What follows belongs to an exercise in optimizing a design on an open flow for small area, a short achievable clock period and few clock cycles; a production flow would make more cautious choices.
Where RTL was checked, it was by simulation tests only, not by an equivalence proof against the original.
Function not checked in runs 1 to 3 and 5: the RTL went through the layout flow alone.

$ cat constraint.sdc
create_clock -name core_clock -period 10.0 [get_ports {aclk}]
set_input_delay 2.0000 -clock core_clock [delete_from_list [all_inputs] [get_ports {aclk}]]
set_output_delay 2.0000 -clock core_clock [all_outputs]
set_load 0.01 [all_outputs]
$ cat config.mk
export PLATFORM = sky130hd
export DESIGN_NAME = four_digit_calculator_core
export DESIGN_NICKNAME = four_digit_calculator_core
export VERILOG_FILES = /design/flow/design.v
export SDC_FILE = /design/flow/constraint.sdc
export NUM_CORES = 4
export LEC_CHECK = 0
export ABC_AREA = 1
export CAP_MARGIN = 20
export CORE_MARGIN = 2
export CORE_UTILIZATION = 40
export SETUP_SLACK_MARGIN = 5
export SLEW_MARGIN = 20
$ cat run.sh
#!/bin/bash
# synth_recipe.tcl (not shown) runs the flow's synth.tcl, then flattens the netlist and writes it again
# the make line also repeats each setting of config.mk as NAME=value (left out here)
make -C /OpenROAD-flow-scripts/flow DESIGN_CONFIG=/design/flow/config.mk WORK_HOME=/design/flow/orfs CLKGATE_MAP_FILE= SYNTH_SCRIPT=/design/flow/synth_recipe.tcl finish
$ cat design.v
package fdc_pkg;
    localparam logic [1:0] ACT_DIGIT = 2'd0;
    localparam logic [1:0] ACT_OPER  = 2'd1;
    localparam logic [1:0] ACT_APPLY = 2'd2;
    localparam logic [1:0] ACT_CLEAR = 2'd3;
endpackage
module four_digit_calculator_core (
    input  logic        aclk,
    input  logic        aresetn,
    input  logic        s_tvalid,
    output logic        s_tready,
    input  logic [7:0]  s_tdata,
    input  logic [1:0]  s_tuser,
    output logic        m_tvalid,
    input  logic        m_tready,
    output logic [31:0] m_tdata,
    output logic [3:0]  m_tuser
);
    localparam logic [1:0] OP_ADD = 2'd0;
    localparam logic [1:0] OP_MUL = 2'd1;
    localparam logic [1:0] OP_SUB = 2'd2;
    localparam logic [1:0] OP_DIV = 2'd3;
    localparam logic [3:0] ST_IDLE   = 4'd0;
    localparam logic [3:0] ST_MUL    = 4'd1;
    localparam logic [3:0] ST_MULFIN = 4'd2;
    localparam logic [3:0] ST_RED    = 4'd3;
    localparam logic [3:0] ST_NEG    = 4'd4;
    localparam logic [3:0] ST_DCMP   = 4'd5;
    localparam logic [3:0] ST_DIV    = 4'd6;
    localparam logic [3:0] ST_QNEG   = 4'd7;
    localparam logic [3:0] ST_MODFIN = 4'd8;
    localparam logic [1:0] DM_L = 2'd0;
    localparam logic [1:0] DM_S = 2'd1;
    localparam logic [1:0] DM_T = 2'd2;
    logic       q0_v, q1_v;
    logic [5:0] q0, q1;           
    logic [3:0] in_dig;
    logic       pop;
    assign in_dig   = (s_tdata[3:0] > 4'd9) ? 4'd9 : s_tdata[3:0];
    assign s_tready = !q1_v;
    always_ff @(posedge aclk) begin
        if (!aresetn) begin
            q0_v <= 1'b0;
            q1_v <= 1'b0;
        end else begin
            if (q1_v) begin
                if (pop) begin
                    q0   <= q1;
                    q1_v <= 1'b0;
                end
            end else if (q0_v) begin
                if (pop) begin
                    q0_v <= s_tvalid;
                    q0   <= {s_tuser, in_dig};
                end else if (s_tvalid) begin
                    q1_v <= 1'b1;
                    q1   <= {s_tuser, in_dig};
                end
            end else begin
                q0_v <= s_tvalid;
                q0   <= {s_tuser, in_dig};
            end
        end
    end
    logic [31:0] acc;             
    logic [13:0] ent;             
    logic [1:0]  opr;             
    logic [31:0] w;               
    logic [3:0]  st;
    logic [4:0]  cnt;
    logic [2:0]  bd;              
    logic        modr;            
    logic        negq;            
    logic        modd;            
    logic [1:0]  dm;              
    logic        vld;             
    logic        show_a, show_e, name_r, fault_r;
    logic [1:0]  h_act;
    logic [3:0]  h_dig;
    logic        idle, out_free, exec;
    logic        h_digit, h_apply;
    assign h_act    = q0[5:4];
    assign h_dig    = q0[3:0];
    assign idle     = (st == ST_IDLE);
    assign out_free = !vld || m_tready;
    assign exec     = q0_v && idle && out_free;
    assign pop      = exec;
    assign h_digit  = (h_act == fdc_pkg::ACT_DIGIT);
    assign h_apply  = (h_act == fdc_pkg::ACT_APPLY);
    logic [16:0] ebits;           
    logic [3:0]  ndig;            
    logic        one_dig, top2;
    logic [2:0]  top_win, first_win, next_win;
    assign ebits = {2'b00, ent, 1'b0};
    always_comb begin
        if      (ent[13])            ndig = 4'd8;
        else if (ent[12:11] != 2'd0) ndig = 4'd7;
        else if (ent[10:9]  != 2'd0) ndig = 4'd6;
        else if (ent[8:7]   != 2'd0) ndig = 4'd5;
        else if (ent[6:5]   != 2'd0) ndig = 4'd4;
        else if (ent[4:3]   != 2'd0) ndig = 4'd3;
        else                         ndig = 4'd2;
    end
    function automatic logic [2:0] win(input logic [16:0] eb, input logic [2:0] i);
        win = eb[{i, 1'b0} +: 3];
    endfunction
    assign one_dig   = (ent[13:1] == 13'd0);
    assign top_win   = win(ebits, 3'(ndig - 4'd1));
    assign top2      = top_win[1] && top_win[0];           
    assign first_win = win(ebits, 3'(ndig - 4'd2));
    assign next_win  = win(ebits, 3'(cnt[2:0] - 3'd1));
    logic [31:0] kmul;
    logic [4:0]  mt;
    assign mt = w[16:12];
    always_comb begin
        kmul = 32'd0;
        if (mt == 5'h1b) kmul = 32'h00015f90;    
        if (mt == 5'h1c) kmul = 32'h00011170;    
        if (mt == 5'h1d) kmul = 32'h0000c350;    
        if (mt == 5'h1e) kmul = 32'h00009c40;    
        if (mt == 5'h1f) kmul = 32'h00004e20;    
        if (mt == 5'h01) kmul = 32'hffffd8f0;    
        if (mt == 5'h02) kmul = 32'hffff8ad0;    
        if (mt == 5'h03) kmul = 32'hffff63c0;    
        if (mt == 5'h04) kmul = 32'hffff15a0;    
        if (mt == 5'h05) kmul = 32'hfffec780;    
        if (mt == 5'h06) kmul = 32'hfffea070;    
        if (mt == 5'h07) kmul = 32'hfffe5250;    
        if (mt == 5'h08) kmul = 32'hfffe0430;    
        if (mt == 5'h09) kmul = 32'hfffddd20;    
        if (mt == 5'h0a) kmul = 32'hfffd8f00;    
        if (mt == 5'h0b) kmul = 32'hfffd40e0;    
    end
    logic [31:0] kfin;
    always_comb begin
        if      ($signed(w[17:0]) < -18'sd10000) kfin = 32'd20000;
        else if (w[17])                          kfin = 32'd10000;
        else if (w[17:0] < 18'd10000)            kfin = 32'd0;
        else if (w[17:0] < 18'd20000)            kfin = 32'hffffd8f0;    
        else if (w[17:0] < 18'd30000)            kfin = 32'hffffb1e0;    
        else if (w[17:0] < 18'd40000)            kfin = 32'hffff8ad0;    
        else                                     kfin = 32'hffff63c0;    
    end
    logic [9:0]  ege;             
    logic [31:0] kdig;
    always_comb begin
        ege[0] = 1'b1;
        for (int j = 1; j < 10; j++) ege[j] = (ent >= 14'(1000 * j));
        kdig = {28'd0, h_dig[3], 3'd0};
        for (int j = 1; j < 10; j++) begin
            kdig = kdig | ({32{ege[j] && (j == 9 || !ege[(j + 1) % 10])}} & 32'(-10000 * j));
        end
    end
    logic [31:0] x, y, k, s;
    logic        inv;
    logic        bneg;
    logic [13:0] dvs;
    logic        abit;
    assign bneg = bd[2] && !(bd[1] && bd[0]);
    assign dvs  = modd ? 14'd10000 : ent;
    always_comb begin
        case (dm)
            DM_L:    abit = acc[31];
            DM_S:    abit = acc[13];
            default: abit = acc[7];
        endcase
    end
    always_comb begin
        x   = 32'd0;
        y   = 32'd0;
        k   = 32'd0;
        inv = 1'b0;
        case (st)
            ST_IDLE: begin
                if (h_digit) begin
                    x = {15'd0, ent, h_dig[2:0]};
                    y = {17'd0, ent, 1'b0};
                    k = kdig;
                end else if (opr == OP_MUL) begin
                    y = top2 ? {acc[30:0], 1'b0} : acc;
                end else if (opr == OP_DIV && acc[31]) begin
                    y   = acc;
                    inv = 1'b1;
                end else begin
                    x   = acc;
                    y   = {18'd0, ent};
                    inv = (opr != OP_ADD);
                end
            end
            ST_MUL: begin
                x   = {w[29:0], 2'b00};
                inv = bneg;
                case (bd)
                    3'b001, 3'b010, 3'b101, 3'b110: y = acc;
                    3'b011, 3'b100:                 y = {acc[30:0], 1'b0};
                    default:                        y = 32'd0;
                endcase
                if (modr) k = kmul;
            end
            ST_MULFIN: begin
                x = w;
                if (modr) k = kfin;
            end
            ST_RED: begin
                x = acc;
                k = -32'd10000;
            end
            ST_NEG, ST_QNEG: begin
                y   = acc;
                inv = 1'b1;
            end
            ST_DCMP: begin
                x   = acc;
                y   = {18'd0, ent};
                inv = 1'b1;
            end
            ST_DIV: begin
                x   = {w[30:0], abit};
                y   = {18'd0, dvs};
                inv = !w[31];
            end
            default: begin   
                x = w;
                k = w[31] ? 32'd10000 : 32'd0;
            end
        endcase
    end
    assign s = x + (inv ? ~y : y) + {31'd0, inv} + k;
    logic acc_zero, ent_zero, acc_neg, s_neg, s_ge_10k, qb;
    assign ent_zero = (ent == 14'd0);
    assign acc_zero = (acc == 32'd0);
    assign acc_neg  = acc[31];
    assign s_neg    = s[31];
    assign s_ge_10k = (s[14:0] >= 15'd10000);    
    assign qb       = !s[31];
    logic [31:0] acc_nx, w_nx;
    logic [13:0] ent_nx;
    logic [3:0]  st_nx;
    logic [4:0]  cnt_nx;
    logic [2:0]  bd_nx;
    logic        modr_nx, negq_nx, modd_nx;
    logic [1:0]  dm_nx;
    logic        fin, fin_fault, divgo;
    always_comb begin
        acc_nx    = acc;
        w_nx      = w;
        ent_nx    = ent;
        st_nx     = st;
        cnt_nx    = cnt;
        bd_nx     = bd;
        modr_nx   = modr;
        negq_nx   = negq;
        modd_nx   = modd;
        dm_nx     = dm;
        fin       = 1'b0;
        fin_fault = 1'b0;
        divgo     = 1'b0;
        case (st)
            ST_IDLE: begin
                if (exec) begin
                    case (h_act)
                        fdc_pkg::ACT_DIGIT: ent_nx = s[13:0];
                        fdc_pkg::ACT_CLEAR: begin
                            ent_nx = 14'd0;
                            acc_nx = 32'd0;
                        end
                        fdc_pkg::ACT_APPLY: begin
                            case (opr)
                                OP_ADD: begin
                                    acc_nx = s;
                                    ent_nx = 14'd0;
                                    if (!acc_neg && s_ge_10k) st_nx = ST_RED;
                                    else                      fin   = 1'b1;
                                end
                                OP_SUB: begin
                                    acc_nx = s;
                                    ent_nx = 14'd0;
                                    if (acc_neg && !s_neg) begin
                                        st_nx   = ST_DIV;
                                        modd_nx = 1'b1;
                                        negq_nx = 1'b0;
                                        dm_nx   = DM_L;
                                        cnt_nx  = 5'd31;
                                        w_nx    = 32'd0;
                                    end else begin
                                        fin = 1'b1;
                                    end
                                end
                                OP_MUL: begin
                                    modr_nx = !acc_neg;
                                    if (ent_zero || acc_zero) begin
                                        acc_nx = 32'd0;
                                        fin    = 1'b1;
                                    end else begin
                                        w_nx = s;             
                                        if (one_dig) begin
                                            st_nx = ST_MULFIN;
                                        end else begin
                                            st_nx  = ST_MUL;
                                            cnt_nx = 5'(ndig - 4'd2);
                                            bd_nx  = first_win;
                                        end
                                    end
                                end
                                default: begin   
                                    modd_nx = 1'b0;
                                    negq_nx = acc_neg;
                                    if (ent_zero) begin
                                        fin       = 1'b1;
                                        fin_fault = 1'b1;
                                    end else if (acc_neg) begin
                                        acc_nx = s;           
                                        st_nx  = ST_DCMP;
                                    end else if (s_neg) begin
                                        acc_nx = 32'd0;       
                                        fin    = 1'b1;
                                    end else begin
                                        divgo = 1'b1;
                                    end
                                end
                            endcase
                        end
                        default: ;
                    endcase
                end
            end
            ST_MUL: begin
                w_nx   = s;
                bd_nx  = next_win;
                cnt_nx = cnt - 5'd1;
                if (cnt[2:0] == 3'd0) st_nx = ST_MULFIN;
            end
            ST_MULFIN: begin
                acc_nx = s;
                if (!modr && !w[31]) begin
                    st_nx   = ST_DIV;
                    modd_nx = 1'b1;
                    negq_nx = 1'b0;
                    dm_nx   = DM_L;
                    cnt_nx  = 5'd31;
                    w_nx    = 32'd0;
                end else begin
                    st_nx = ST_IDLE;
                    fin   = 1'b1;
                end
            end
            ST_DCMP: begin
                if (s_neg) begin
                    acc_nx = 32'd0;
                    st_nx  = ST_IDLE;
                    fin    = 1'b1;
                end else begin
                    divgo = 1'b1;
                end
            end
            ST_DIV: begin
                w_nx   = s;
                case (dm)
                    DM_L:    acc_nx = {acc[30:0], qb};
                    DM_S:    acc_nx = {acc[31:14], acc[12:0], qb};
                    default: acc_nx = {acc[31:8], acc[6:0], qb};
                endcase
                cnt_nx = cnt - 5'd1;
                if (cnt == 5'd0) begin
                    if (modd)      st_nx = ST_MODFIN;
                    else if (negq) st_nx = ST_QNEG;
                    else begin
                        st_nx = ST_IDLE;
                        fin   = 1'b1;
                    end
                end
            end
            ST_NEG: begin
                acc_nx = s;
                st_nx  = ST_DCMP;
            end
            default: begin   
                acc_nx = s;
                st_nx  = ST_IDLE;
                fin    = 1'b1;
            end
        endcase
        if (divgo) begin
            st_nx = ST_DIV;
            if (acc[31:14] != 18'd0) begin
                dm_nx  = DM_L;
                cnt_nx = 5'd31;
                w_nx   = 32'd0;
            end else if (ent[13:6] != 8'd0) begin
                dm_nx  = DM_T;
                cnt_nx = 5'd7;
                w_nx   = {26'd0, acc[13:8]};
                acc_nx = {acc[31:14], 6'd0, acc[7:0]};
            end else begin
                dm_nx  = DM_S;
                cnt_nx = 5'd13;
                w_nx   = 32'd0;
            end
        end
        if (fin) ent_nx = 14'd0;
    end
    always_ff @(posedge aclk) begin
        if (!aresetn) begin
            acc     <= 32'd0;
            ent     <= 14'd0;
            opr     <= OP_ADD;
            st      <= ST_IDLE;
            vld     <= 1'b0;
            show_a  <= 1'b0;
            show_e  <= 1'b0;
            name_r  <= 1'b0;
            fault_r <= 1'b0;
        end else begin
            acc <= acc_nx;
            ent <= ent_nx;
            st  <= st_nx;
            if (exec && h_act == fdc_pkg::ACT_OPER)  opr <= opr + 2'd1;
            if (exec && h_act == fdc_pkg::ACT_CLEAR) opr <= OP_ADD;
            if (exec && !h_apply) begin
                vld     <= 1'b1;
                show_a  <= 1'b0;
                show_e  <= h_digit;
                name_r  <= (h_act == fdc_pkg::ACT_OPER);
                fault_r <= 1'b0;
            end else if (fin) begin
                vld     <= 1'b1;
                show_a  <= 1'b1;
                show_e  <= 1'b0;
                name_r  <= 1'b0;
                fault_r <= fin_fault;
            end else if (m_tready) begin
                vld <= 1'b0;
            end
        end
    end
    always_ff @(posedge aclk) begin
        w    <= w_nx;
        cnt  <= cnt_nx;
        bd   <= bd_nx;
        modr <= modr_nx;
        negq <= negq_nx;
        modd <= modd_nx;
        dm   <= dm_nx;
    end
    assign m_tvalid = vld;
    assign m_tdata  = ({32{show_a}} & acc) | ({32{show_e}} & {18'd0, ent});
    assign m_tuser  = {fault_r, name_r, opr};
endmodule
==> run notes, run 1 <==
- Post-synth cell types: 67
- Tmin final: 5.95 ns
- CTS max path bufs: 2
- Final hold viol count: 0
- Met2 Use GR: 54.8%
- Register area share after synthesis: 19.5%
- Initial core utilization: 40.6%
- Largest family of logic cells by synthesized area: compound AO/OA/AOI/OAI gates
- EDFF count, synth: 57
- Most Crowded Layer GR: met2
- Chip width: 197 um
- Final Core Density: 52.0%
- Nets@finish: 2566
- Syn Area/Cell: 6.17 sq um
- Fill count: 3659
- Worst setup EP type: register
- Largest net degree at the start of global routing: 44
- Synth Area in Compound Gates: 29.0%
- M3 GR Usage: 9.80%
- FP Rows: 70
- Total grt overflow: 0
- Number of remaining DRC errors: 0
- Post-synthesis xor/xnor area fraction: 2.90%
- Total Neg Setup Slack: 0 ns
- Fin. max-slew vios: 0
- Vias per inst: 6.41
- Synth Area in Simple Gates: 28.6%
- Clock Skew: 0.0147 ns
- Post-synth net total: 2490
- WP data required: 10.21 ns
- Clock Tree Root: clkbuf_16
- Period utilization: 59.5%
- Initial antenna violation count: 0
- Synth Area in Adders: 7.63%
- Area after DPL: 15900 sq um
- RD Place Congestion: 1.00
- Commonest cells after routing, fill and taps aside: 482 x nand2_1, 264 x inv_1, 195 x o21ai_0, 182 x nor2_1, 172 x a21oi_1
- Detailed Route WL: 73.4 mm
- Post-route ant nets: 0
- # diodes: 0
- Yosys reg bits: 116
- Clock latency on the worst-skew pair: 0.45 ns
- CTS tree: done
- Status: timing/DRC/antenna clean
- Cells after synthesis: 2403
- Share of post-route cells with drive strength above 1: 20.5%
- Register area: 2940 sq um
- Setup Viol. Count Final: 0
- First-pass GRT wire length: 111 mm
- CP Max Fanout: 40
- Worst hold path class: reg2reg
- Clk sinks: 116
- Core area: 36500 sq um
- H-tree depth: 4
- Detailed placer's ending HPWL: 50.2 mm
- Synthesis warning total: 1
- Post-synthesis mux area share: 0.135%
- Die extent in y: 197 um
- Max-cap violations: 0
- PortBufs: 47
- All-layer global routing usage: 37.9%
- Vias in the first global route: 17900
- Worst Hold Launch: name_r$_SDFFE_PN0P_
- Clk pin slew, worst setup/hold paths: 0.07 ns
- CP startpoint: st[3]$_SDFFE_PP0P_
- Synth Cell Area: 14800 sq um
- Die footprint: 38600 sq um
- Actual slew at the worst max-slew pin: 1.20 ns
- Routed len/inst: 24.8 um
- RSZ-0062 raised after global routing: true
- P&R area growth vs syn: 28.1%
- Async set or reset register ratio after synthesis: 0%
- Worst R2R Start: st[3]$_SDFFE_PP0P_
- Commonest non-fill, non-tap cell in the layout: nand2_1
- Routed vias: 19000
- Worst path slowest cell: fa_1
- Final instance area: 19000 sq um
- DR pass1 iterations: 7
- Crit path launch type: register
- Most used flip-flop cell after synthesis: dfxtp_1
- Inserted Clock Buffers: 17
- Worst path most repeated cell: nand2_2
- Slew HR: 19.9%
- Area occupied by multi-input gates: 11700 sq um
- Crit path kind: reg2reg
- Io pins: 52
- Max Fclk: 0.168 GHz
- CP peak stage delay: 0.46 ns
- Met1 GRT Util: 52.3%
- Initial detailed-routing violation count: 2995
- CP arrival: 6.16 ns
area by class of cell:
type	count	area share, %
clock buffer	17	2.24
timing repair buffer	194	9.73
timing repair inverter	3	0.119
clock inverter	15	0.956
inverter	316	6.69
tap	468	3.08
multi-input combinational	1831	61.7
sequential	116	15.5
kinds of logic (layout without fill, tap and decap cells):
logic type,Yosys count,count (layout)
buf+inv,466,545
simple gates,982,992
compound gates,715,715
fa+ha+maj,73,73
xor+xnor,49,49
flops,116,116
mux,2,2
worst max-delay path: cells and delay by family, from the launching register on:
family | cells | cell delay [ns]
buffers and inverters | 12 | 1.80
AO/OA/AOI/OAI | 6 | 1.07
flip-flops | 1 | 0.40
AND/OR/NAND/NOR | 15 | 1.65
adder cells (fa/ha/maj) | 2 | 0.73
state kept, by name, indices dropped and copies added, names as in the netlist, 2 cells and up:
name  flops
q0        6
w        32
bd        3
cnt       5
ent      14
q1        6
st        4
dm        2
acc      32
opr       2
Yosys cell counts (44+ instances only):
cell / instances / area share (%)
ha_1: 44 / 3.7
o21ai_0: 226 / 7.6
dfxtp_1: 59 / 8.0
a21oi_1: 213 / 7.2
clkbuf_1: 118 / 3.0
nand3_1: 129 / 4.4
nor3_1: 45 / 1.5
nand2_1: 510 / 13
edfxtp_1: 57 / 12
o211ai_1: 51 / 2.6
nor2_1: 200 / 5.1
inv_1: 277 / 7.0
routing by layer:
layer,wire [um],share of wire [%]
met1,29000,39
met2,29900,41
met3,10500,14
met4,4020,5.5
met5,0,0
repair_timing:
action,4_1_cts,5_1_grt
hold buffers,0,0
gates resized for setup,270,58
cloned,15,0
pin swaps,72,28
endpoints found under the setup margin,135,135
buffers inserted,100,13
stage by stage:
step	hold WS [ns]	std cells	setup slack (ns)
2_1_floorplan	0.460	2403	4.41
3_3_place_gp	0.477	2800	1.93
3_5_place_dp	0.483	2800	1.90
4_1_cts	0.500	2947	4.19
5_1_grt	0.510	2960	3.75
6_report	0.503	2960	4.05
final timing paths:
kind / slack, ns / depth (start not counted) / end
min reg2reg: 0.50 / 2 / name_r$_SDFFE_PN0P_
min: 0.50 / 2 / name_r$_SDFFE_PN0P_
max reg2reg: 4.05 / 35 / w[0]$_DFFE_PP_
max: 4.05 / 35 / w[0]$_DFFE_PP_
==> inputs of run 2 (changes only) <==
--- a/config.mk
+++ b/config.mk
@@ -5,7 +5,7 @@
 export SDC_FILE = /design/flow/constraint.sdc
 export NUM_CORES = 4
 export LEC_CHECK = 0
-export ABC_AREA = 1
+export ABC_CLOCK_PERIOD_IN_PS = 4000
 export CAP_MARGIN = 20
 export CORE_MARGIN = 2
 export CORE_UTILIZATION = 40
==> run 2 against run 1 <==
Net effect: still clean on timing, DRC and antenna; core utilization increased by 0.67 points; setup slack got worse by 1.1 ns; wire length decreased by 12%; fmax decreased by 16%; critical path type unchanged.
==> run notes, run 2 <==
- Tmin final: 7.07 ns (+1.12 ns)
- First-pass GRT wire length: 95.7 mm (-14%)
- Post-synth cell types: 91 (+36%)
- Post-synth top area share: 12.5% (-0.39 points)
- Initial detailed-routing violation count: 3125 (+4.3%)
- Clk pin slew, worst setup/hold paths: 0.07 ns (about the same)
- # diodes: 0 (unchanged)
- Post-synth top cells: 182 x nand2_1, 165 x nor2_1, 147 x clkbuf_1
- CTS max path bufs: 2 (unchanged)
- Slew HR: 24.0% (+4.1 points)
- Routed vias: 16700 (-12%)
- Number of remaining DRC errors: 0 (unchanged)
- CTS tree: done
- CP arrival: 7.40 ns (+1.24 ns)
- Synthesis warning total: 1 (unchanged)
- Max-cap violations: 0 (unchanged)
- DR pass1 iterations: 12 (+5)
- WHS: 0.548 ns (+0.0447 ns)
- Regs by FF count: acc x32, w x32, ent x14
- Max Fclk: 0.141 GHz (-16%)
- Largest net degree at the start of global routing: 57 (+30%)
- Clock Skew: 0.0131 ns (-0.00152 ns)
- Clock Tree Root: clkbuf_16
- Yosys reg bits: 116 (unchanged)
- CP peak stage delay: 0.65 ns (+0.19 ns)
- Async set or reset register ratio after synthesis: 0% (unchanged)
- Core area: 33600 sq um (-8.0%)
- Post-route ant nets: 0 (unchanged)
- Worst hold path class: reg2reg
- Post-synth net total: 1931 (-22%)
- Die footprint: 35700 sq um (-7.6%)
- All-layer global routing usage: 34.9% (-3.0 points)
- CP Max Fanout: 8 (-80%)
- Clock latency on the worst-skew pair: 0.44 ns (about the same)
- EDFF count, synth: 57 (unchanged)
- Period utilization: 70.7% (+11 points)
- Syn Area/Cell: 7.41 sq um (+20%)
- Worst path slowest cell: fa_1
- PortBufs: 47 (unchanged)
- Commonest non-fill, non-tap cell in the layout: nand2_1
- Vias per inst: 7.07 (+10%)
- Worst setup EP type: register
- Crit path launch type: register
- Detailed placer's ending HPWL: 40.6 mm (-19%)
- P&R area growth vs syn: 29.5%
- WP buf/inv: 5 (-7)
- Inserted Clock Buffers: 17 (unchanged)
- Setup Viol. Count Final: 0 (unchanged)
- Total Neg Setup Slack: 0 ns (unchanged)
- RD Place Congestion: 0.971 (-3.1%)
- Routed len/inst: 27.2 um (+9.6%)
- Chip width: 189 um (-3.9%)
- Family with the most delay on the worst path: compound AO/OA/AOI/OAI gates
- RSZ-0062 raised after global routing: true
- Synth top area cells: edfxtp_1 13%, dfxtp_1 8.6%, nand2_1 5.0%, o21ai_0 4.9%, a21oi_1 4.8%
- Io pins: 52 (unchanged)
- Vias in the first global route: 15100 (-15%)
- Cells after synthesis: 1844 (-23%)
- WP data required: 10.32 ns (+0.11 ns)
- Synth Cell Area: 13700 sq um (-7.8%)
- Fin. max-slew vios: 0 (unchanged)
- Die extent in y: 189 um (-3.9%)
- FP Rows: 67 (-4.3%)
- H-tree depth: 4 (unchanged)
- Register area share after synthesis: 21.2% (+1.6 points)
- CTS Hold Bufs: 0 (unchanged)
- Clk sinks: 116 (unchanged)
- Most used flip-flop cell after synthesis: dfxtp_1
- Initial antenna violation count: 1 (+1)
- Initial core utilization: 40.7% (+0.077 points)
- Crit path kind: reg2reg
- Detailed Route WL: 64.4 mm (-12%)
- Synth area leader: edfxtp_1
- Actual slew at the worst max-slew pin: 1.14 ns (-0.0601 ns)
- Total grt overflow: 0 (unchanged)
- Commonest cells after routing, fill and taps aside: 174 x nand2_1, 129 x nor2_1, 125 x buf_4, 115 x a21oi_1, 113 x o21ai_0
- Share of post-route cells with drive strength above 1: 23.2% (+2.7 points)
- Count leader, synth: nand2_1
- Nets@finish: 1994 (-22%)
- Status: timing/DRC/antenna clean
- Final hold viol count: 0 (unchanged)
- Fill count: 3004 (-18%)
run 2: changes by cell type after synthesis, moves of 29 or more:
cell,before,now
a21oi_1,213,132
a222oi_1,0,32
a22o_1,1,30
a22oi_1,7,38
and2_1,1,33
clkbuf_1,118,147
inv_1,277,75
nand2_1,510,182
nand3_1,129,51
nor2_1,200,165
o21ai_0,226,133
run 2: metrics by stage:
| stage | instances | cell area, sq um | setup WS (ns) | utilization (%) |
|---|---|---|---|---|
| after global placement | 2201 | 14500 | 1.30 | 43.1 |
| after floorplan | 1844 | 13900 | 3.60 | - |
| after CTS | 2330 | 16700 | 3.25 | 49.7 |
| final | 2368 | 17700 | 2.93 | 52.6 |
| after global routing | 2368 | 17700 | 2.87 | 52.6 |
| after detailed placement | 2201 | 14500 | 1.22 | 43.1 |
run 2: area by class of cell:
class                      count  area, sq um  area share, %
sequential                   116         2920           16.5
timing repair buffer         224         2150           12.2
clock buffer                  17          425           2.40
timing repair inverter         1         11.3         0.0636
inverter                      76          308           1.74
tap                          448          561           3.17
multi-input combinational   1471        11200           63.2
clock inverter                15          135          0.764
run 2: timing repair:
action                                  CTS  global route
endpoints found under the setup margin  134           134
gates resized for setup                 168           152
pin swaps                                60            92
buffers inserted                         83            36
cloned                                   14             1
run 2: routing by layer:
layer	vias to the layer above	GRT usage, %	part of all wire, %
met5	-	0	0
met4	0	18.2	6.4
met1	7934	47.4	38
met2	1403	51.5	42
li1	7106	-	-
met3	298	8.19	14
run 2: worst register-to-register path, delay by kind of cell (launching register included):
kind                     cells  cell delay, ns
XOR/XNOR                     1            0.49
AND/OR/NAND/NOR              4            0.55
adder cells (fa/ha/maj)      3            1.18
flip-flops                   1            0.36
AO/OA/AOI/OAI               16            3.47
multiplexers                 1            0.18
buffers and inverters        5            0.73
run 2: worst paths after layout:
kind | startpoint | end | slack, ns | depth (start not counted)
min reg2reg | q1[5]$_DFFE_PP_ | q0[5]$_DFFE_PP_ | 0.55 | 1
max | ent[10]$_SDFFE_PP0P_ | show_a$_SDFFE_PP0P_ | 2.93 | 30
max reg2reg | ent[10]$_SDFFE_PP0P_ | show_a$_SDFFE_PP0P_ | 2.93 | 30
min | q1[5]$_DFFE_PP_ | q0[5]$_DFFE_PP_ | 0.55 | 1
run 2: cells by family (layout without fill, tap and decap cells):
logic type / Yosys count / in the layout / synth area share [%]
xor+xnor: 59 / 61 / 4.05
buf+inv: 262 / 333 / 7.51
flops: 116 / 116 / 21.2
mux: 28 / 28 / 2.17
compound gates: 680 / 683 / 34.8
fa+ha+maj: 73 / 73 / 8.27
simple gates: 626 / 626 / 22.1
==> inputs of run 3 (changes only) <==
--- a/design.v
+++ b/design.v
@@ -177,7 +177,7 @@
                     y = {17'd0, ent, 1'b0};
                     k = kdig;
                 end else if (opr == OP_MUL) begin
-                    y = top2 ? {acc[30:0], 1'b0} : acc;
+                    y = acc;
                 end else if (opr == OP_DIV && acc[31]) begin
                     y   = acc;
                     inv = 1'b1;
@@ -233,6 +233,8 @@
     assign s_neg    = s[31];
     assign s_ge_10k = (s[14:0] >= 15'd10000);    
     assign qb       = !s[31];
+    logic  acc_lt_ent;
+    assign acc_lt_ent = (acc[31:14] == 18'd0) && (acc[13:0] < ent);
     logic [31:0] acc_nx, w_nx;
     logic [13:0] ent_nx;
     logic [3:0]  st_nx;
@@ -243,7 +245,7 @@
     logic        fin, fin_fault, divgo;
     always_comb begin
         acc_nx    = acc;
-        w_nx      = w;
+        w_nx      = s;            
         ent_nx    = ent;
         st_nx     = st;
         cnt_nx    = cnt;
@@ -275,6 +277,7 @@
                                 OP_SUB: begin
                                     acc_nx = s;
                                     ent_nx = 14'd0;
+                                    w_nx   = 32'd0;
                                     if (acc_neg && !s_neg) begin
                                         st_nx   = ST_DIV;
                                         modd_nx = 1'b1;
@@ -292,10 +295,16 @@
                                         acc_nx = 32'd0;
                                         fin    = 1'b1;
                                     end else begin
-                                        w_nx = s;             
                                         if (one_dig) begin
+                                            w_nx  = s;        
                                             st_nx = ST_MULFIN;
+                                        end else if (top2) begin
+                                            w_nx   = 32'd0;
+                                            st_nx  = ST_MUL;
+                                            cnt_nx = 5'(ndig - 4'd1);
+                                            bd_nx  = top_win;
                                         end else begin
+                                            w_nx   = s;       
                                             st_nx  = ST_MUL;
                                             cnt_nx = 5'(ndig - 4'd2);
                                             bd_nx  = first_win;
@@ -311,7 +320,7 @@
                                     end else if (acc_neg) begin
                                         acc_nx = s;           
                                         st_nx  = ST_DCMP;
-                                    end else if (s_neg) begin
+                                    end else if (acc_lt_ent) begin
                                         acc_nx = 32'd0;       
                                         fin    = 1'b1;
                                     end else begin
@@ -328,10 +337,29 @@
                 w_nx   = s;
                 bd_nx  = next_win;
                 cnt_nx = cnt - 5'd1;
-                if (cnt[2:0] == 3'd0) st_nx = ST_MULFIN;
+                if (cnt[2:0] == 3'd0) begin
+                    if (modr) begin
+                        st_nx = ST_MULFIN;
+                    end else begin
+                        acc_nx = s;
+                        w_nx   = 32'd0;
+                        if (!s_neg) begin
+                            st_nx   = ST_DIV;
+                            modd_nx = 1'b1;
+                            negq_nx = 1'b0;
+                            dm_nx   = DM_L;
+                            cnt_nx  = 5'd31;
+                            w_nx    = 32'd0;
+                        end else begin
+                            st_nx = ST_IDLE;
+                            fin   = 1'b1;
+                        end
+                    end
+                end
             end
             ST_MULFIN: begin
                 acc_nx = s;
+                w_nx   = 32'd0;
                 if (!modr && !w[31]) begin
                     st_nx   = ST_DIV;
                     modd_nx = 1'b1;
@@ -345,7 +373,7 @@
                 end
             end
             ST_DCMP: begin
-                if (s_neg) begin
+                if (acc_lt_ent) begin
                     acc_nx = 32'd0;
                     st_nx  = ST_IDLE;
                     fin    = 1'b1;
--- a/config.mk
+++ b/config.mk
@@ -5,7 +5,7 @@
 export SDC_FILE = /design/flow/constraint.sdc
 export NUM_CORES = 4
 export LEC_CHECK = 0
-export ABC_CLOCK_PERIOD_IN_PS = 4000
+export ABC_AREA = 1
 export CAP_MARGIN = 20
 export CORE_MARGIN = 2
 export CORE_UTILIZATION = 40
==> run 3 against run 2 <==
Net effect: via count rose by 14%; final cell count up 25%; fmax is 40% higher; critical endpoint is now ent[9]$_SDFFE_PP0P_.
==> run notes, run 3 <==
- Synthesis warning total: 1 (unchanged)
- WP data required: 10.39 ns (+0.07 ns)
- All-layer global routing usage: 36.2% (+1.3 points)
- Actual slew at the worst max-slew pin: 1.02 ns (-0.121 ns)
- Die extent in y: 196 um (+3.5%)
- Number of remaining DRC errors: 0 (unchanged)
- RD Place Congestion: 0.988 (+1.8%)
- Worst setup EP type: register
- Nets@finish: 2570 (+29%)
- Worst path most repeated cell: nand2_2
- Yosys reg bits: 116 (unchanged)
- CP arrival: 5.44 ns (-1.96 ns)
- Area after DPL: 15400 sq um (+6.0%)
- Worst R2R Start: q0[5]$_DFFE_PP_
- EDFF count, synth: 25 (-56%)
- Chip width: 196 um (+3.5%)
- P&R area growth vs syn: 28.2%
- Fin. max-slew vios: 0 (unchanged)
- # diodes: 0 (unchanged)
- Post-synth cell types: 66 (-27%)
- First-pass GRT wire length: 106 mm (+11%)
- Async set or reset register ratio after synthesis: 0% (unchanged)
- Total grt overflow: 0 (unchanged)
- Largest net degree at the start of global routing: 45 (-21%)
- Status: timing/DRC/antenna clean
- Total Neg Setup Slack: 0 ns (unchanged)
- CTS Hold Bufs: 0 (unchanged)
- Worst path slowest cell: fa_2
- PortBufs: 47 (unchanged)
- H-tree depth: 4 (unchanged)
- Post-synth top area share: 12.9% (+0.35 points)
- Worst hold path class: reg2reg
- Slew HR: 31.6% (+7.6 points)
- Initial detailed-routing violation count: 2800 (-10%)
- Regs by FF count: acc x32, w x32, ent x14
- Clk sinks: 116 (unchanged)
- Fill count: 3660 (+22%)
- Register area share after synthesis: 17.5% (-3.6 points)
- Vias per inst: 6.46 (-8.6%)
- Initial core utilization: 40.4% (-0.30 points)
- Max Fclk: 0.198 GHz (+40%)
- Routed len/inst: 24.8 um (-8.7%)
- Initial antenna violation count: 0 (-1)
- Period utilization: 50.6% (-20 points)
- DR pass1 iterations: 6 (-6)
- Setup ws final: 4.94 ns (+2.02 ns)
- Synth Cell Area: 14700 sq um (+7.3%)
- Clock Skew: 0.0116 ns (-0.00158 ns)
- CP Max Fanout: 24 (+16)
- Synth top area cells: nand2_1 13%, dfxtp_1 12%, inv_1 8.2%, a21oi_1 7.2%, o21ai_0 6.5%
- Routed vias: 19100 (+14%)
- Commonest cells after routing, fill and taps aside: 449 x nand2_1, 287 x inv_1, 188 x a21oi_1, 160 x o21ai_0, 159 x nor2_1
- Pre-CTS WS: 3.22 ns (+2.00 ns)
- Most used flip-flop cell after synthesis: dfxtp_1
- Cells after synthesis: 2365 (+28%)
- Final Core Density: 51.8% (-0.90 points)
- Inserted Clock Buffers: 17 (unchanged)
- Post-synth top cells: 503 x nand2_1, 320 x inv_1, 211 x a21oi_1
- Detailed Route WL: 73.2 mm (+14%)
- Clock latency on the worst-skew pair: 0.45 ns (about the same)
- Detailed placer's ending HPWL: 49.6 mm (+22%)
- RSZ-0062 raised after global routing: true
- CTS max path bufs: 2 (unchanged)
- Max-cap violations: 0 (unchanged)
- Final instance area: 18800 sq um (+6.3%)
- Share of post-route cells with drive strength above 1: 21.4% (-1.7 points)
- Post-route ant nets: 0 (unchanged)
- CP startpoint: q0[5]$_DFFE_PP_
- Crit path launch type: register
- CTS tree: done
- Vias in the first global route: 17500 (+16%)
- Syn Area/Cell: 6.20 sq um (-16%)
- Clock Tree Root: clkbuf_16
- Setup Viol. Count Final: 0 (unchanged)
- Tmin final: 5.06 ns (-2.02 ns)
- Commonest non-fill, non-tap cell in the layout: nand2_1
- Crit path kind: reg2reg
- Final hold viol count: 0 (unchanged)
- Die footprint: 38200 sq um (+7.2%)
- Clk pin slew, worst setup/hold paths: 0.06 ns (about the same)
- Worst Hold Launch: name_r$_SDFFE_PN0P_
- Post-synth net total: 2466 (+28%)
- CP peak stage delay: 0.57 ns (-0.08 ns)
- Count leader, synth: nand2_1
- FP Rows: 70 (+4.5%)
- Synth area leader: nand2_1
- Io pins: 52 (unchanged)
- Core area: 36300 sq um (+8.1%)
## run 3: cell types whose count changed in the layout (fill, tap and decap cells not counted), moves of 32 or more
cell,change
a21oi_1,+73
a222oi_1,-32
buf_6,-32
edfxtp_1,-32
inv_1,+215
nand2_1,+275
nand2_2,+43
nand3_1,+51
o21ai_0,+47
o221ai_1,+39
o22ai_1,+45
## run 3: logic make-up (layout without fill, tap and decap cells)
group / after synthesis / in the layout / synth area share [%]
AND/OR/NAND/NOR: 935 / 940 / 28.1
AO/OA/AOI/OAI: 712 / 712 / 29.9
buffers and inverters: 469 / 581 / 12.8
flip-flops: 116 / 116 / 17.5
adder cells (fa/ha/maj): 87 / 87 / 8.90
XOR/XNOR: 46 / 46 / 2.75
## run 3: final timing paths
path	endpoint	slack (ns)	cells past startpoint
max reg2reg	ent[9]$_SDFFE_PP0P_	4.94	30
max	ent[9]$_SDFFE_PP0P_	4.94	30
min	name_r$_SDFFE_PN0P_	0.50	2
min reg2reg	name_r$_SDFFE_PN0P_	0.50	2
## run 3: final cells by class
| class | count | area, sq um | area share, % |
|---|---|---|---|
| clock buffers | 23 | 489 | 2.60 |
| clock inverters | 9 | 125 | 0.665 |
| inverters | 351 | 1460 | 7.78 |
| multi-input cells | 1785 | 11600 | 61.9 |
| flip-flops and latches | 116 | 2640 | 14.0 |
| well taps | 468 | 586 | 3.11 |
| repair buffers | 198 | 1870 | 9.94 |
## run 3: worst max-delay path: cells and delay by family, from the launching register on
family	cells	cell delay, ns
flip-flops	1	0.36
AND/OR/NAND/NOR	12	1.44
adder cells (fa/ha/maj)	2	0.79
AO/OA/AOI/OAI	6	0.93
buffers and inverters	8	1.09
XOR/XNOR	2	0.35
## run 3: metal layers
| layer | GRT usage, % | part of all wire [%] | routed length, um | vias up |
|---|---|---|---|---|
| li1 | - | - | - | 8374 |
| met1 | 46.8 | 38 | 27900 | 8998 |
| met2 | 54.3 | 43 | 31200 | 1326 |
| met3 | 8.51 | 12 | 9130 | 358 |
| met4 | 23.0 | 6.8 | 5010 | 0 |
| met5 | 0 | 0 | 0 | - |
## run 3: through the flow
stage | std cells | hold WS, ns
6_report | 2950 | 0.501
5_1_grt | 2950 | 0.525
4_1_cts | 2872 | 0.496
3_5_place_dp | 2785 | 0.489
3_3_place_gp | 2785 | 0.481
2_1_floorplan | 2365 | 0.462
## run 3: repair_timing
item | CTS | global route
endpoints found under the setup margin | 95 | 63
pin swaps | 28 | 96
setup buffers | 53 | 70
gates resized for setup | 186 | 263
gates cloned | 2 | 8
==> inputs of run 4 (changes only) <==
--- a/design.v
+++ b/design.v
@@ -29,37 +29,23 @@
     localparam logic [3:0] ST_DIV    = 4'd6;
     localparam logic [3:0] ST_QNEG   = 4'd7;
     localparam logic [3:0] ST_MODFIN = 4'd8;
-    localparam logic [1:0] DM_L = 2'd0;
-    localparam logic [1:0] DM_S = 2'd1;
-    localparam logic [1:0] DM_T = 2'd2;
-    logic       q0_v, q1_v;
-    logic [5:0] q0, q1;           
+    localparam logic [2:0] DM_L = 3'd0;    
+    localparam logic [2:0] DM_M = 3'd1;    
+    localparam logic [2:0] DM_S = 3'd2;    
+    localparam logic [2:0] DM_T = 3'd3;    
+    localparam logic [2:0] DM_U = 3'd4;    
+    logic       q0_v;
+    logic [5:0] q0;               
     logic [3:0] in_dig;
     logic       pop;
     assign in_dig   = (s_tdata[3:0] > 4'd9) ? 4'd9 : s_tdata[3:0];
-    assign s_tready = !q1_v;
+    assign s_tready = !q0_v || pop;
     always_ff @(posedge aclk) begin
         if (!aresetn) begin
             q0_v <= 1'b0;
-            q1_v <= 1'b0;
-        end else begin
-            if (q1_v) begin
-                if (pop) begin
-                    q0   <= q1;
-                    q1_v <= 1'b0;
-                end
-            end else if (q0_v) begin
-                if (pop) begin
-                    q0_v <= s_tvalid;
-                    q0   <= {s_tuser, in_dig};
-                end else if (s_tvalid) begin
-                    q1_v <= 1'b1;
-                    q1   <= {s_tuser, in_dig};
-                end
-            end else begin
-                q0_v <= s_tvalid;
-                q0   <= {s_tuser, in_dig};
-            end
+        end else if (s_tready) begin
+            q0_v <= s_tvalid;
+            q0   <= {s_tuser, in_dig};
         end
     end
     logic [31:0] acc;             
@@ -72,7 +58,7 @@
     logic        modr;            
     logic        negq;            
     logic        modd;            
-    logic [1:0]  dm;              
+    logic [2:0]  dm;              
     logic        vld;             
     logic        show_a, show_e, name_r, fault_r;
     logic [1:0]  h_act;
@@ -133,7 +119,7 @@
     end
     logic [31:0] kfin;
     always_comb begin
-        if      ($signed(w[17:0]) < -18'sd10000) kfin = 32'd20000;
+        if      (w[17] && w[17:0] < 18'd252144)   kfin = 32'd20000;    
         else if (w[17])                          kfin = 32'd10000;
         else if (w[17:0] < 18'd10000)            kfin = 32'd0;
         else if (w[17:0] < 18'd20000)            kfin = 32'hffffd8f0;    
@@ -161,8 +147,10 @@
     always_comb begin
         case (dm)
             DM_L:    abit = acc[31];
+            DM_M:    abit = acc[23];
             DM_S:    abit = acc[13];
-            default: abit = acc[7];
+            DM_T:    abit = acc[7];
+            default: abit = acc[3];
         endcase
     end
     always_comb begin
@@ -241,7 +229,7 @@
     logic [4:0]  cnt_nx;
     logic [2:0]  bd_nx;
     logic        modr_nx, negq_nx, modd_nx;
-    logic [1:0]  dm_nx;
+    logic [2:0]  dm_nx;
     logic        fin, fin_fault, divgo;
     always_comb begin
         acc_nx    = acc;
@@ -385,8 +373,10 @@
                 w_nx   = s;
                 case (dm)
                     DM_L:    acc_nx = {acc[30:0], qb};
+                    DM_M:    acc_nx = {acc[31:24], acc[22:0], qb};
                     DM_S:    acc_nx = {acc[31:14], acc[12:0], qb};
-                    default: acc_nx = {acc[31:8], acc[6:0], qb};
+                    DM_T:    acc_nx = {acc[31:8], acc[6:0], qb};
+                    default: acc_nx = {acc[31:4], acc[2:0], qb};
                 endcase
                 cnt_nx = cnt - 5'd1;
                 if (cnt == 5'd0) begin
@@ -410,10 +400,19 @@
         endcase
         if (divgo) begin
             st_nx = ST_DIV;
-            if (acc[31:14] != 18'd0) begin
+            if (acc[31:24] != 8'd0) begin
                 dm_nx  = DM_L;
                 cnt_nx = 5'd31;
                 w_nx   = 32'd0;
+            end else if (acc[23:14] != 10'd0) begin
+                dm_nx  = DM_M;
+                cnt_nx = 5'd23;
+                w_nx   = 32'd0;
+            end else if (ent[13:10] != 4'd0) begin
+                dm_nx  = DM_U;
+                cnt_nx = 5'd3;
+                w_nx   = {22'd0, acc[13:4]};
+                acc_nx = {acc[31:14], 10'd0, acc[3:0]};
             end else if (ent[13:6] != 8'd0) begin
                 dm_nx  = DM_T;
                 cnt_nx = 5'd7;
==> run 4 against run 3 <==
Net effect: critical path depth is 3 higher; worst hold slack got worse by 0.024 ns; register-to-register slack got worse by 0.08 ns; final cell count grew 7.6%; clock skew rose by 0.0032 ns; wire length up 12%; first-iteration DRC count grew 0.96%; critical endpoint is now show_a$_SDFFE_PP0P_.
==> run notes, run 4 <==
- Chip width: 198 um (+1.5%)
- Yosys reg bits: 110 (-5.2%)
- Detailed Route WL: 82.3 mm (+12%)
- Total grt overflow: 0 (unchanged)
- Fin. max-slew vios: 0 (unchanged)
- Worst path slowest cell: fa_1
- Die footprint: 39300 sq um (+2.9%)
- Clk sinks: 110 (-5.2%)
- Max-cap violations: 0 (unchanged)
- H-tree depth: 3 (-1)
- Die extent in y: 198 um (+1.5%)
- Share of post-route cells with drive strength above 1: 20.7% (-0.74 points)
- Cells after synthesis: 2575 (+8.9%)
- CP peak stage delay: 0.50 ns (-0.07 ns)
- Async set or reset register ratio after synthesis: 0% (unchanged)
- Worst hold path class: reg2reg
- Register area share after synthesis: 15.9% (-1.6 points)
- Slew HR: 25.6% (-6.0 points)
- All-layer global routing usage: 40.7% (+4.5 points)
- Synth area leader: nand2_1
- Initial core utilization: 40.4% (about the same)
- RD Place Congestion: 1.01 (+1.8%)
- Post-synth top cells: 568 x nand2_1, 335 x inv_1, 252 x a21oi_1
- CP arrival: 5.43 ns (about the same)
- CTS tree: done
- Routed len/inst: 25.9 um (+4.5%)
- PortBufs: 47 (unchanged)
- Clock latency on the worst-skew pair: 0.39 ns (-0.06 ns)
- Io pins: 52 (unchanged)
- Most used flip-flop cell after synthesis: dfxtp_1
- Initial antenna violation count: 2 (+2)
- Commonest cells after routing, fill and taps aside: 504 x nand2_1, 300 x inv_1, 230 x a21oi_1, 206 x o21ai_0, 169 x nor2_1
- Worst path most repeated cell: nand2_1
- Synthesis warning total: 1 (unchanged)
- Crit path kind: reg2reg
- DR pass1 iterations: 9 (+3)
- Setup Viol. Count Final: 0 (unchanged)
- # diodes: 0 (unchanged)
- Crit path launch type: register
- Inst Count DP: 3017 (+8.3%)
- Post-synth cell types: 58 (-12%)
- Core area: 37400 sq um (+2.9%)
- Status: timing/DRC/antenna clean
- EDFF count, synth: 20 (-20%)
- Worst setup EP type: register
- Final hold viol count: 0 (unchanged)
- Fin cells: 3173 (+7.6%)
- Actual slew at the worst max-slew pin: 1.11 ns (+0.0984 ns)
- Nets@finish: 2757 (+7.3%)
- Detailed placer's ending HPWL: 54.6 mm (+10%)
- Family with the most delay on the worst path: simple AND/OR/NAND/NOR gates
- First-pass GRT wire length: 119 mm (+12%)
- Inserted Clock Buffers: 9 (-8)
- P&R area growth vs syn: 28.0%
- Clock Tree Root: clkbuf_16
- Regs by FF count: acc x32, w x32, ent x14
- CTS max path bufs: 2 (unchanged)
- Final Core Density: 51.7% (-0.058 points)
- Largest net degree at the start of global routing: 51 (+13%)
- Commonest non-fill, non-tap cell in the layout: nand2_1
- Syn Area/Cell: 5.87 sq um (-5.4%)
- Post-route ant nets: 0 (unchanged)
- WP data required: 10.29 ns (-0.10 ns)
- Count leader, synth: nand2_1
- Synth Cell Area: 15100 sq um (+3.0%)
- Pre-CTS WS: 2.61 ns (-0.609 ns)
- Synth top area cells: nand2_1 14%, dfxtp_1 12%, a21oi_1 8.3%, inv_1 8.3%, o21ai_0 7.7%
- Tmin final: 5.14 ns (+0.0832 ns)
- Total Neg Setup Slack: 0 ns (unchanged)
- Clk pin slew, worst setup/hold paths: 0.09 ns (+0.03 ns)
- RSZ-0062 raised after global routing: true
- Routed vias: 20400 (+7.2%)
- Vias in the first global route: 19100 (+9.3%)
- CP Max Fanout: 8 (-67%)
- Vias per inst: 6.44 (-0.31%)
- Post-synth net total: 2675 (+8.5%)
- WP buf/inv: 8 (unchanged)
- FP Rows: 71 (+1.4%)
- Clock Skew: 0.0148 ns (+0.00325 ns)
- Period utilization: 51.4% (+0.83 points)
- Max Fclk: 0.195 GHz (-1.6%)
- Initial detailed-routing violation count: 2827 (+0.96%)
- CTS Hold Bufs: 0 (unchanged)
- Post-synth top area share: 14.1% (+1.2 points)
- Setup ws final: 4.86 ns (-0.0832 ns)
- Number of remaining DRC errors: 0 (unchanged)
## run 4: cell types whose count changed after synthesis, moves of 15 or more
cell | before | now
a21oi_1 | 211 | 252
clkbuf_1 | 84 | 109
inv_1 | 320 | 335
nand2_1 | 503 | 568
nand3_1 | 111 | 147
o211ai_1 | 28 | 47
o21ai_0 | 190 | 233
o221ai_1 | 47 | 23
o22ai_1 | 57 | 76
## run 4: metal layers
layer	track usage (%)	share of wire, %	up-vias
met5	0	0.030	-
met4	29.1	8.7	4
met3	11.0	13	473
met2	61.6	42	1578
met1	49.9	36	9463
li1	-	-	8914
## run 4: timing repair
item                       in CTS  in global routing
pin swaps                      31                 79
setup endpoints to repair     105                103
resized for setup             275                218
buffers inserted               76                 52
gates cloned                   10                  2
## run 4: cell type report
class,instances,area (sq um)
timing repair buffer,210,2060
fill,3838,18100
clock buffer,9,225
sequential,110,2470
inverter,369,1500
tap,511,639
multi-input combinational,1955,12400
clock inverter,7,53.8
timing repair inverter,2,16.3
## run 4: cell families (layout without fill, tap and decap cells)
family / Yosys count / after routing / synth area share [%]
simple gates: 1063 / 1065 / 30.4
compound gates: 758 / 759 / 29.4
buf+inv: 513 / 597 / 13.1
flops: 110 / 110 / 15.9
fa+ha+maj: 86 / 86 / 8.56
xor+xnor: 45 / 45 / 2.61
## run 4: final timing paths
kind / cells after the start / start / endpoint / slack (ns)
max: 33 / st[1]$_SDFFE_PN0P_ / show_a$_SDFFE_PP0P_ / 4.86
min: 2 / fault_r$_SDFFE_PP0P_ / fault_r$_SDFFE_PP0P_ / 0.48
max reg2reg: 33 / st[1]$_SDFFE_PN0P_ / show_a$_SDFFE_PP0P_ / 4.86
min reg2reg: 2 / fault_r$_SDFFE_PP0P_ / fault_r$_SDFFE_PP0P_ / 0.48
## run 4: per-stage QoR
step,hold slack (ns),area (sq um)
final,0.477,19300
after global routing,0.511,19300
after CTS,0.473,18100
after detailed placement,0.458,15900
after global placement,0.448,15900
after floorplan,0.435,15100
## run 4: worst register-to-register path: cells and delay by family, from the launching register on
kind | cells | cell delay [ns]
flops | 1 | 0.38
fa+ha+maj | 2 | 0.82
buf+inv | 8 | 0.87
xor+xnor | 1 | 0.19
simple gates | 20 | 2.12
compound gates | 2 | 0.67
Testbench counts of run 4, summed over its fixed seeds: cycles 4,458.
==> inputs of run 5 (changes only) <==
--- a/design.v
+++ b/design.v
@@ -153,67 +153,30 @@
             default: abit = acc[3];
         endcase
     end
+    logic sx_acc, sx_entd, sx_w4, sx_w, sx_wab;
+    logic sy_ent, sy_ent2, sy_acc, sy_acc2, sy_dvs;
+    logic sinv, sdiv, sk_dig, sk_mul, sk_fin, sk_red, sk_mod;
     always_comb begin
-        x   = 32'd0;
-        y   = 32'd0;
-        k   = 32'd0;
-        inv = 1'b0;
-        case (st)
-            ST_IDLE: begin
-                if (h_digit) begin
-                    x = {15'd0, ent, h_dig[2:0]};
-                    y = {17'd0, ent, 1'b0};
-                    k = kdig;
-                end else if (opr == OP_MUL) begin
-                    y = acc;
-                end else if (opr == OP_DIV && acc[31]) begin
-                    y   = acc;
-                    inv = 1'b1;
-                end else begin
-                    x   = acc;
-                    y   = {18'd0, ent};
-                    inv = (opr != OP_ADD);
-                end
-            end
-            ST_MUL: begin
-                x   = {w[29:0], 2'b00};
-                inv = bneg;
-                case (bd)
-                    3'b001, 3'b010, 3'b101, 3'b110: y = acc;
-                    3'b011, 3'b100:                 y = {acc[30:0], 1'b0};
-                    default:                        y = 32'd0;
-                endcase
-                if (modr) k = kmul;
-            end
-            ST_MULFIN: begin
-                x = w;
-                if (modr) k = kfin;
-            end
-            ST_RED: begin
-                x = acc;
-                k = -32'd10000;
-            end
-            ST_NEG, ST_QNEG: begin
-                y   = acc;
-                inv = 1'b1;
-            end
-            ST_DCMP: begin
-                x   = acc;
-                y   = {18'd0, ent};
-                inv = 1'b1;
-            end
-            ST_DIV: begin
-                x   = {w[30:0], abit};
-                y   = {18'd0, dvs};
-                inv = !w[31];
-            end
-            default: begin   
-                x = w;
-                k = w[31] ? 32'd10000 : 32'd0;
-            end
-        endcase
+        x = ({32{sx_acc}}  & acc)
+          | ({32{sx_entd}} & {15'd0, ent, h_dig[2:0]})        
+          | ({32{sx_w4}}   & {w[29:0], 2'b00})
+          | ({32{sx_w}}    & w)
+          | ({32{sx_wab}}  & {w[30:0], abit});
+        y = ({32{sy_ent}}  & {18'd0, ent})
+          | ({32{sy_ent2}} & {17'd0, ent, 1'b0})              
+          | ({32{sy_acc}}  & acc)
+          | ({32{sy_acc2}} & {acc[30:0], 1'b0})
+          | ({32{sy_dvs}}  & {18'd0, dvs});
+        inv = sinv || (sdiv && !w[31]);
+        k = ({32{sk_dig}} & kdig)
+          | ({32{sk_mul}} & kmul)
+          | ({32{sk_fin}} & kfin)
+          | ({32{sk_red}} & 32'hffffd8f0)                     
+          | ({32{sk_mod && w[31]}} & 32'd10000);
     end
-    assign s = x + (inv ? ~y : y) + {31'd0, inv} + k;
+    assign s = x + (inv ? ~y : y) + {31'd0, inv} + {12'd0, k[19:0]};
+    logic [31:0] s_small;         
+    assign s_small = {18'd0, s[13:0]};
     logic acc_zero, ent_zero, acc_neg, s_neg, s_ge_10k, qb;
     assign ent_zero = (ent == 14'd0);
     assign acc_zero = (acc == 32'd0);
@@ -346,7 +309,7 @@
                 end
             end
             ST_MULFIN: begin
-                acc_nx = s;
+                acc_nx = modr ? s_small : s;
                 w_nx   = 32'd0;
                 if (!modr && !w[31]) begin
                     st_nx   = ST_DIV;
@@ -393,7 +356,7 @@
                 st_nx  = ST_DCMP;
             end
             default: begin   
-                acc_nx = s;
+                acc_nx = (st == ST_QNEG) ? s : s_small;
                 st_nx  = ST_IDLE;
                 fin    = 1'b1;
             end
@@ -426,6 +389,42 @@
         end
         if (fin) ent_nx = 14'd0;
     end
+    logic [1:0] opr_nx, nh_act;
+    logic       idle_n, dig_n, app_n, as_n, md_n, bneg_n, bsel1_n, bsel2_n;
+    always_comb begin
+        opr_nx = opr;
+        if (exec && h_act == fdc_pkg::ACT_OPER)  opr_nx = opr + 2'd1;
+        if (exec && h_act == fdc_pkg::ACT_CLEAR) opr_nx = OP_ADD;
+    end
+    assign nh_act  = s_tready ? s_tuser : h_act;
+    assign idle_n  = (st_nx == ST_IDLE);
+    assign dig_n   = idle_n && (nh_act == fdc_pkg::ACT_DIGIT);
+    assign app_n   = idle_n && (nh_act != fdc_pkg::ACT_DIGIT);
+    assign as_n    = app_n && !opr_nx[0];                  
+    assign md_n    = app_n && opr_nx[0];                   
+    assign bneg_n  = bd_nx[2] && !(bd_nx[1] && bd_nx[0]);
+    assign bsel1_n = (bd_nx[0] != bd_nx[1]);
+    assign bsel2_n = (bd_nx == 3'b011) || (bd_nx == 3'b100);
+    always_ff @(posedge aclk) begin
+        sx_acc  <= as_n || (st_nx == ST_RED) || (st_nx == ST_DCMP);
+        sx_entd <= dig_n;
+        sx_w4   <= (st_nx == ST_MUL);
+        sx_w    <= (st_nx == ST_MULFIN) || (st_nx == ST_MODFIN);
+        sx_wab  <= (st_nx == ST_DIV);
+        sy_ent  <= as_n || (st_nx == ST_DCMP);
+        sy_ent2 <= dig_n;
+        sy_acc  <= md_n || (st_nx == ST_NEG) || (st_nx == ST_QNEG) || ((st_nx == ST_MUL) && bsel1_n);
+        sy_acc2 <= (st_nx == ST_MUL) && bsel2_n;
+        sy_dvs  <= (st_nx == ST_DIV);
+        sinv    <= (app_n && opr_nx[1]) || (st_nx == ST_NEG) || (st_nx == ST_QNEG) || (st_nx == ST_DCMP)
+                   || ((st_nx == ST_MUL) && bneg_n);
+        sdiv    <= (st_nx == ST_DIV);
+        sk_dig  <= dig_n;
+        sk_mul  <= (st_nx == ST_MUL) && modr_nx;
+        sk_fin  <= (st_nx == ST_MULFIN) && modr_nx;
+        sk_red  <= (st_nx == ST_RED);
+        sk_mod  <= (st_nx == ST_MODFIN);
+    end
     always_ff @(posedge aclk) begin
         if (!aresetn) begin
             acc     <= 32'd0;
@@ -441,8 +440,7 @@
             acc <= acc_nx;
             ent <= ent_nx;
             st  <= st_nx;
-            if (exec && h_act == fdc_pkg::ACT_OPER)  opr <= opr + 2'd1;
-            if (exec && h_act == fdc_pkg::ACT_CLEAR) opr <= OP_ADD;
+            opr <= opr_nx;
             if (exec && !h_apply) begin
                 vld     <= 1'b1;
                 show_a  <= 1'b0;
==> run 5 against run 4 <==
Net effect: core utilization fell by 2.0 points; critical path type is now in2out; die area decreased by 1.5%; final cell count is 6.7% lower; global-route usage fell by 6.2 points; non-clock buffer count fell by 59; critical path depth down 27; worst hold slack worse by 0.012 ns; synthesized cell count shrank 6.1%; flip-flop and latch count is 13 higher; still clean.
==> run notes, run 5 <==
- Clk pin slew, worst setup/hold paths: 0.06 ns (-0.03 ns)
- Post-synth cell types: 69 (+19%)
- Status: timing/DRC/antenna clean
- Worst hold path class: reg2reg
- Fill count: 3719 (-3.1%)
- Slew HR: 30.6% (+5.0 points)
- Crit Reg-Reg Endpoint: negq$_SDFFCE_PP0P_
- CTS max path bufs: 2 (unchanged)
- Synth area leader: dfxtp_1
- Crit path launch type: primary input
- Setup Viol. Count Final: 0 (unchanged)
- CP arrival: 2.92 ns (-2.51 ns)
- Regs by FF count: acc x32, w x32, ent x14
- Period utilization: 49.2% (-2.2 points)
- Vias in the first global route: 17100 (-11%)
- Final instance area: 18200 sq um (-5.8%)
- Core area: 36600 sq um (-2.1%)
- Io pins: 52 (unchanged)
- Cells after synthesis: 2419 (-6.1%)
- Post-synth top cells: 507 x nand2_1, 309 x inv_1, 231 x a21oi_1
- Area after DPL: 15600 sq um (-1.4%)
- Clock Tree Root: clkbuf_16
- Vias per inst: 6.28 (-2.5%)
- RSZ-0062 raised after global routing: true
- Inserted Clock Buffers: 17 (+8)
- Fin. max-slew vios: 0 (unchanged)
- Actual slew at the worst max-slew pin: 1.04 ns (-0.0750 ns)
- Detailed placer's ending HPWL: 49.7 mm (-9.0%)
- Register area share after synthesis: 17.6% (+1.7 points)
- Nets@finish: 2578 (-6.5%)
- Routed len/inst: 23.4 um (-9.6%)
- Die footprint: 38700 sq um (-1.5%)
- Yosys reg bits: 123 (+12%)
- Worst setup EP type: output pin
- FP Rows: 70 (-1.4%)
- Inst Count DP: 2849 (-5.6%)
- CP peak stage delay: 0.47 ns (-0.03 ns)
- Post-route ant nets: 0 (unchanged)
- Initial detailed-routing violation count: 2752 (-2.7%)
- Post-synth net total: 2518 (-5.9%)
- Fin cells: 2960 (-6.7%)
- Final Core Density: 49.7% (-2.0 points)
- WP data required: 8.00 ns (-2.29 ns)
- Synthesis warning total: 1 (unchanged)
- Worst R2R Start: w[6]$_DFF_P_
- All-layer global routing usage: 34.5% (-6.2 points)
- CTS tree: done
- # diodes: 0 (unchanged)
- Worst Hold Path Cells: 2 (unchanged)
- Chip width: 197 um (-0.75%)
- Critical path cell sequence: clkdlybuf4s50_1 > nor2_1 > nor3_4 > inv_2 > nand2_4 > buf_6
- Detailed Route WL: 69.4 mm (-16%)
- Tmin final: 4.92 ns (-0.221 ns)
- Final hold viol count: 0 (unchanged)
- WHS: 0.465 ns (-0.0123 ns)
- Reg2Reg Depth: 28 (-15%)
- First-pass GRT wire length: 102 mm (-14%)
- Clock Skew: 0.00935 ns (-0.00545 ns)
- Worst Hold Launch: name_r$_SDFFE_PN0P_
- Max Fclk: 0.203 GHz (+4.5%)
- WHS Endpoint: name_r$_SDFFE_PN0P_
- CP Max Fanout: 5 (-3)
- Count leader, synth: nand2_1
- Commonest non-fill, non-tap cell in the layout: nand2_1
- Number of remaining DRC errors: 0 (unchanged)
- Crit path kind: in2out
- Total grt overflow: 0 (unchanged)
- DR pass1 iterations: 7 (-2)
- RD Place Congestion: 0.969 (-3.7%)
- Pre-CTS WS: 3.56 ns (+0.954 ns)
- Total Neg Setup Slack: 0 ns (unchanged)
- EDFF count, synth: 16 (-20%)
- Post-synth top area share: 14.4% (+0.29 points)
- PortBufs: 47 (unchanged)
- Setup ws final: 5.08 ns (+0.221 ns)
- Clk sinks: 123 (+12%)
- Max-cap violations: 0 (unchanged)
- P&R area growth vs syn: 22.4%
- Clock latency on the worst-skew pair: 0.45 ns (+0.06 ns)
- Most used flip-flop cell after synthesis: dfxtp_1
- Routed vias: 18600 (-9.1%)
- Die extent in y: 197 um (-0.75%)
- Synth top area cells: dfxtp_1 14%, nand2_1 13%, inv_1 7.8%, a21oi_1 7.8%, o21ai_0 7.2%
- Commonest cells after routing, fill and taps aside: 457 x nand2_1, 285 x inv_1, 214 x a21oi_1, 202 x o21ai_0, 146 x nor2_1
- Initial core utilization: 40.6% (+0.24 points)
- H-tree depth: 4 (+1)
- Syn Area/Cell: 6.15 sq um (+4.8%)
- Initial antenna violation count: 0 (-2)
- Reg-to-reg slack, setup: 5.17 ns (+0.31 ns)
- Synth Cell Area: 14900 sq um (-1.5%)
- Worst path slowest cell: clkdlybuf4s50_1
- Share of post-route cells with drive strength above 1: 18.9% (-1.8 points)
- Async set or reset register ratio after synthesis: 0% (unchanged)
- Largest net degree at the start of global routing: 37 (-27%)
-- run 5: cell count changes in the layout (fill, tap and decap cells not counted), sizes merged, moves of 12 or more --
cell	change
buf	-52
clkinv	+13
dfxtp	+17
inv	-21
nand2	-53
nand3	-24
nor2	-14
o2111ai	+12
o21ai	-25
o221ai	+18
-- run 5: cell type report --
type | count | area [sq um] | share of cell area [%]
clock buffers | 20 | 468 | 2.57
clock inverters | 12 | 138 | 0.756
inverters | 353 | 1390 | 7.66
multi-input cells | 1831 | 11600 | 63.9
flip-flops and latches | 123 | 2680 | 14.7
well taps | 468 | 586 | 3.22
repair buffers | 151 | 1290 | 7.07
repair inverters | 2 | 10.0 | 0.0550
-- run 5: worst max-delay path by stage --
stage,startpoint,endpoint,slack (ns)
6_report,m_tready,s_tready,5.08
5_1_grt,ent[12]$_SDFFE_PP0P_,sx_acc$_DFF_P_,4.87
4_1_cts,ent[7]$_SDFFE_PP0P_,ent[9]$_SDFFE_PP0P_,5.00
3_5_place_dp,ent[13]$_SDFFE_PP0P_,cnt[1]$_DFFE_PP_,3.56
3_3_place_gp,ent[13]$_SDFFE_PP0P_,cnt[0]$_SDFFCE_PP1P_,3.65
2_1_floorplan,ent[10]$_SDFFE_PP0P_,dm[0]$_SDFFCE_PP0P_,5.02
-- run 5: cell families after synthesis --
group / count (synthesis) / synth area share (%)
flip-flops: 123 / 17.6
AO/OA/AOI/OAI: 734 / 29.9
adder cells (fa/ha/maj): 85 / 8.06
buffers and inverters: 465 / 12.4
XOR/XNOR: 49 / 3.04
AND/OR/NAND/NOR: 963 / 29.0
-- run 5: metal layers --
metal	GRT usage, %	wire length [um]	part of all wire [%]	vias to the layer above
li1	-	-	-	8416
met1	45.8	27400	40	8581
met2	53.5	29600	43	1314
met3	6.59	8350	12	271
met4	17.0	4010	5.8	0
met5	0	0	0	-
-- run 5: worst max-delay path: cells and delay by family --
kind	cells	cell delay (ns)
and+or+nand+nor	3	0.28
buffers and inverters	3	0.64
-- run 5: timing repair --
action | in CTS | in global routing
pin swaps | 22 | 75
resized for setup | 163 | 189
hold buffers | 0 | 0
gates cloned | 1 | 1
endpoints found under the setup margin | 98 | 75
setup buffers | 29 | 48

==> separate check: timing with driven ports <==
The flow's constraints put no driver on any port. The routed layouts listed below were extracted and timed again, unchanged, in two steps. Step 1, drivers: a clkbuf_16 drives aclk and a buf_2 each remaining input, both assumed. Step 2 moves the port delays by t, midway between the first and last clock arrival at a register: inputs arrive t later, outputs are due t later. That takes back most of the time a late clock gives input paths. Slacks: ideal / step 1 / step 2; pairs: ideal / step 1.
| run | t, ns | setup WS [ns] | worst setup path after step 2 | worst slew at a driven data input, ns |
|---|---|---|---|---|
| run 1 | 0.493 | 4.051 / 4.051 / 4.051 | register to register | 0.03 |
| run 2 | 0.488 | 2.928 / 2.928 / 2.928 | register to register | 0.04 |
| run 3 | 0.506 | 4.944 / 4.944 / 4.944 | register to register | 0.07 |
| run 4 | 0.435 | 4.861 / 4.861 / 4.861 | register to register | 0.03 |
| run 5 | 0.493 | 5.082 / 5.058 / 4.735 | input to register | 0.03 |
After both steps every run listed still meets setup and hold. The setup slack of run 5, which loses most, moves by -0.024 ns with the drivers and by -0.347 ns with both steps.
